Source: an optimization exercise on an open RTL-to-GDS flow (aim: a short achievable clock period and few clock cycles). Production flows keep margins and buffers that such runs may drop.
Function was checked by simulation only, so behaviour that the tests miss may differ from the original.
Power is estimated from default activity; no workload was simulated.

// cacheTop
module cacheTop
(
	input  logic                 clk,
	input  logic                 reset,
	input  logic                 cyc,
	input  logic                 stb,
	input  logic                 we,
	input  logic [adrWidth-1:0]  adr,
	input  logic [laneCount-1:0] sel,
	input  logic [dataWidth-1:0] datIn,
	output logic [dataWidth-1:0] datOut,
	output logic                 ack,
	output logic                 err
);
	logic writeEn;
	logic hit;
	logic heldHit;
	logic [dataWidth-1:0] lineData;
	logic [lineCount-1:0] lineSel;
	always_comb
	begin
		for (int line = 0; line < lineCount; line++)
			lineSel[line] = (adr[indexWidth-1:0] == line);
	end
	busControl control
	(
		.clk      (clk),
		.reset    (reset),
		.cyc      (cyc),
		.stb      (stb),
		.we       (we),
		.datOut   (datOut),
		.lineData (lineData),
		.ack      (ack),
		.err      (err),
		.hit      (hit),
		.writeEn  (writeEn),
		.heldHit  (heldHit)
	);
	tagStore tags
	(
		.clk      (clk),
		.reset    (reset),
		.lineSel  (lineSel),
		.reqTag   (adr[adrWidth-1:indexWidth]),
		.tagWrite (writeEn),
		.hit      (hit)
	);
	dataStore data
	(
		.clk       (clk),
		.lineSel   (lineSel),
		.writeEn   (writeEn),
		.reset     (reset),
		.reqIndex  (adr[indexWidth-1:0]),
		.heldHit   (heldHit),
		.sel       (sel),
		.writeData (datIn),
		.lineData  (lineData)
	);
endmodule
==> module busControl, before the edit <==
module busControl
(
	input  logic                  clk,
	input  logic                  reset,
	input  logic                  cyc,
	input  logic                  stb,
	input  logic                  we,
	output logic [dataWidth-1:0]  datOut,
	output logic                  ack,
	output logic                  err,
	input  logic                  hit,
	input  logic [dataWidth-1:0]  lineData,
	output logic                  writeEn,
	output logic                  heldHit
);
	logic request;
	logic second;  
	assign request = cyc && stb;
	always_ff @(posedge clk)
	begin
		if (reset)
			second <= 1'b0;
		else
			second <= request && !we && !second;
	end
	always_ff @(posedge clk)
	begin
		heldHit <= hit;
		datOut <= lineData;
	end
	assign writeEn = request && we && !reset;
	assign ack = request && (we || (second && heldHit));
	assign err = request && !we && second && !heldHit;
endmodule
==> module tagStore, before the edit <==
module tagStore
(
	input  logic                  clk,
	input  logic                  reset,
	input  logic [lineCount-1:0]  lineSel,
	input  logic [tagWidth-1:0]   reqTag,
	input  logic                  tagWrite,
	output logic                  hit
);
	logic [lineCount-1:0][tagWidth-1:0] tags;
	logic [lineCount-1:0] valid;
	logic [lineCount-1:0] match;
	always_ff @(posedge clk)
	begin
		if (reset)
			valid <= '0;
		else if (tagWrite)
			valid <= valid | lineSel;
	end
	for (genvar line = 0; line < lineCount; line++)
	begin : lineGen
		always_ff @(posedge clk)
		begin
			if (tagWrite && lineSel[line])
				tags[line] <= reqTag;
		end
	end
	always_comb
	begin
		for (int line = 0; line < lineCount; line++)
			match[line] = valid[line] && (tags[line] == reqTag);
	end
	assign hit = |(match & lineSel);
endmodule
==> module dataStore, before the edit <==
module dataStore
(
	input  logic                  clk,
	input  logic                  reset,
	input  logic [indexWidth-1:0] reqIndex,
	input  logic [lineCount-1:0]  lineSel,
	input  logic                  writeEn,
	input  logic                  heldHit,  
	input  logic [laneCount-1:0]  sel,
	input  logic [dataWidth-1:0]  writeData,
	output logic [dataWidth-1:0]  lineData
);
	localparam int laneWidth = dataWidth / laneCount;
	logic [lineCount-1:0][dataWidth-1:0] lines;
	logic [lineCount-1:0][laneCount-1:0] laneValid;
	logic                  pendValid;
	logic [indexWidth-1:0] pendIndex;
	logic [laneCount-1:0]  pendSel;
	logic [dataWidth-1:0]  readLanes;
	logic [laneCount-1:0]  readValid;
	logic [laneCount-1:0]  laneMask;
	for (genvar line = 0; line < lineCount; line++)
	begin : lineGen
		for (genvar lane = 0; lane < laneCount; lane++)
		begin : laneGen
			always_ff @(posedge clk)
			begin
				if (writeEn && lineSel[line] && sel[lane])
					lines[line][lane*laneWidth +: laneWidth] <= writeData[lane*laneWidth +: laneWidth];
			end
		end
	end
	always_ff @(posedge clk)
	begin
		if (reset)
			pendValid <= 1'b0;
		else
			pendValid <= writeEn;
		if (writeEn)
		begin
			pendIndex <= reqIndex;
			pendSel <= sel;
		end
	end
	for (genvar line = 0; line < lineCount; line++)
	begin : validGen
		always_ff @(posedge clk)
		begin
			if (pendValid && pendIndex == line)
				laneValid[line] <= pendSel | (heldHit ? laneValid[line] : '0);
		end
	end
	always_comb
	begin
		readLanes = '0;
		readValid = '0;
		for (int line = 0; line < lineCount; line++)
		begin
			readLanes |= lines[line] & {dataWidth{lineSel[line]}};
			readValid |= laneValid[line] & {laneCount{lineSel[line]}};
		end
	end
	assign laneMask = (pendValid && pendIndex == reqIndex) ?
		(pendSel | (heldHit ? readValid : '0)) : readValid;
	always_comb
	begin
		for (int lane = 0; lane < laneCount; lane++)
			lineData[lane*laneWidth +: laneWidth] = readLanes[lane*laneWidth +: laneWidth] & {laneWidth{laneMask[lane]}};
	end
endmodule
==> module cacheTop, before the edit <==
module cacheTop
(
	input  logic                 clk,
	input  logic                 reset,
	input  logic                 cyc,
	input  logic                 stb,
	input  logic                 we,
	input  logic [adrWidth-1:0]  adr,
	input  logic [laneCount-1:0] sel,
	input  logic [dataWidth-1:0] datIn,
	output logic [dataWidth-1:0] datOut,
	output logic                 ack,
	output logic                 err
);
	logic writeEn;
	logic hit;
	logic heldHit;
	logic [dataWidth-1:0] lineData;
	logic [lineCount-1:0] lineSel;
	always_comb
	begin
		for (int line = 0; line < lineCount; line++)
			lineSel[line] = (adr[indexWidth-1:0] == line);
	end
	busControl control
	(
		.clk      (clk),
		.reset    (reset),
		.cyc      (cyc),
		.stb      (stb),
		.we       (we),
		.datOut   (datOut),
		.lineData (lineData),
		.ack      (ack),
		.err      (err),
		.hit      (hit),
		.writeEn  (writeEn),
		.heldHit  (heldHit)
	);
	tagStore tags
	(
		.clk      (clk),
		.reset    (reset),
		.lineSel  (lineSel),
		.reqTag   (adr[adrWidth-1:indexWidth]),
		.tagWrite (writeEn),
		.hit      (hit)
	);
	dataStore data
	(
		.clk       (clk),
		.lineSel   (lineSel),
		.writeEn   (writeEn),
		.reset     (reset),
		.reqIndex  (adr[indexWidth-1:0]),
		.heldHit   (heldHit),
		.sel       (sel),
		.writeData (datIn),
		.lineData  (lineData)
	);
endmodule
clock: 7.0 ns
lec_check: 0
cap_margin: 20
core_margin: 2
core_utilization: 45
place_density: 0.6
setup_slack_margin: 4.0
slew_margin: 20
tns_end_percent: 100
run.sh (not shown) runs the stock make flow with config.mk's settings and CLKGATE_MAP_FILE= SYNTH_SCRIPT=/design/flow/synth_recipe.tcl, a recipe that flattens the netlist after the stock synthesis.
The baseline produced a clean layout.
Testbench counts at the start, summed over its fixed seeds: cycles 18,001.
Next try:
--- a/flow/design.v
+++ b/flow/design.v
@@ -21,33 +21,37 @@
 	input  logic [dataWidth-1:0]  lineData,
 	output logic                  writeEn,
 	output logic                  heldHit
 );
 	logic request;
-	logic second;  
+	logic lookup;      
+	logic second;      
+	logic secondHit;   
+	logic secondMiss;  
 	assign request = cyc && stb;
-	always_ff @(posedge clk)
-	begin
-		if (reset)
-			second <= 1'b0;
-		else
-			second <= request && !we && !second;
+	assign lookup = request && !we && !second && !reset;
+	always_ff @(posedge clk)
+	begin
+		second <= lookup;
+		secondHit <= lookup && hit;
+		secondMiss <= lookup && !hit;
 	end
 	always_ff @(posedge clk)
 	begin
 		heldHit <= hit;
 		datOut <= lineData;
 	end
 	assign writeEn = request && we && !reset;
-	assign ack = request && (we || (second && heldHit));
-	assign err = request && !we && second && !heldHit;
+	assign ack = request && (we || secondHit);
+	assign err = request && secondMiss;
 endmodule
 import cachePkg::*;
 module tagStore
 (
 	input  logic                  clk,
 	input  logic                  reset,
+	input  logic [indexWidth-1:0] reqIndex,
 	input  logic [lineCount-1:0]  lineSel,
 	input  logic [tagWidth-1:0]   reqTag,
 	input  logic                  tagWrite,
 	output logic                  hit
 );
@@ -72,11 +76,11 @@
 	always_comb
 	begin
 		for (int line = 0; line < lineCount; line++)
 			match[line] = valid[line] && (tags[line] == reqTag);
 	end
-	assign hit = |(match & lineSel);
+	assign hit = match[reqIndex];
 endmodule
 import cachePkg::*;
 module dataStore
 (
 	input  logic                  clk,
@@ -127,20 +131,12 @@
 		begin
 			if (pendValid && pendIndex == line)
 				laneValid[line] <= pendSel | (heldHit ? laneValid[line] : '0);
 		end
 	end
-	always_comb
-	begin
-		readLanes = '0;
-		readValid = '0;
-		for (int line = 0; line < lineCount; line++)
-		begin
-			readLanes |= lines[line] & {dataWidth{lineSel[line]}};
-			readValid |= laneValid[line] & {laneCount{lineSel[line]}};
-		end
-	end
+	assign readLanes = lines[reqIndex];
+	assign readValid = laneValid[reqIndex];
 	assign laneMask = (pendValid && pendIndex == reqIndex) ?
 		(pendSel | (heldHit ? readValid : '0)) : readValid;
 	always_comb
 	begin
 		for (int lane = 0; lane < laneCount; lane++)
@@ -189,10 +185,11 @@
 	);
 	tagStore tags
 	(
 		.clk      (clk),
 		.reset    (reset),
+		.reqIndex (adr[indexWidth-1:0]),
 		.lineSel  (lineSel),
 		.reqTag   (adr[adrWidth-1:indexWidth]),
 		.tagWrite (writeEn),
 		.hit      (hit)
 	);
Outcome: The changed run completed without violations; clock-buffer cell count increases by 7; global-route usage shrinks by 13 points; worst setup slack gets better by 0.12 ns; hold slack loses 0.0076 ns; die area is higher by a few percent; power hardly moves; flip-flop and latch count grows by 2; final area is about the same; synthesized cell count drops by a quarter to a third; core utilization went down by 1.6 points; via count is lower by a quarter to a third; wire length fell by a quarter to a third.
Testbench counts after the change, summed over its fixed seeds: cycles 18,001.

[re-timing with driven ports]
In the flow no input, the clock included, has a driving cell. The finished layouts below were timed again as built, in two steps.
Step 1 assumes that a clkbuf_16 drives the clock port and a buf_2 every other input.
Step 2 also shifts input and output timing later by t, the mid clock arrival at the registers, as if the neighbouring blocks saw the same clock.
a / b / c = no drivers / after step 1 / after step 2; a / b = the first two.
run	t, ns	setup WS [ns]	worst data-port slew with drivers (ns)	pins driven straight from the clock port
the first run	1.205	3.530 / 3.037 / 1.832	0.75	1
the second run	1.140	3.645 / 3.236 / 2.095	0.67	1
After both steps every run listed still meets setup and hold. For the first run, which loses most, drivers alone change the setup slack by -0.493 ns; drivers and shift together by -1.698 ns.
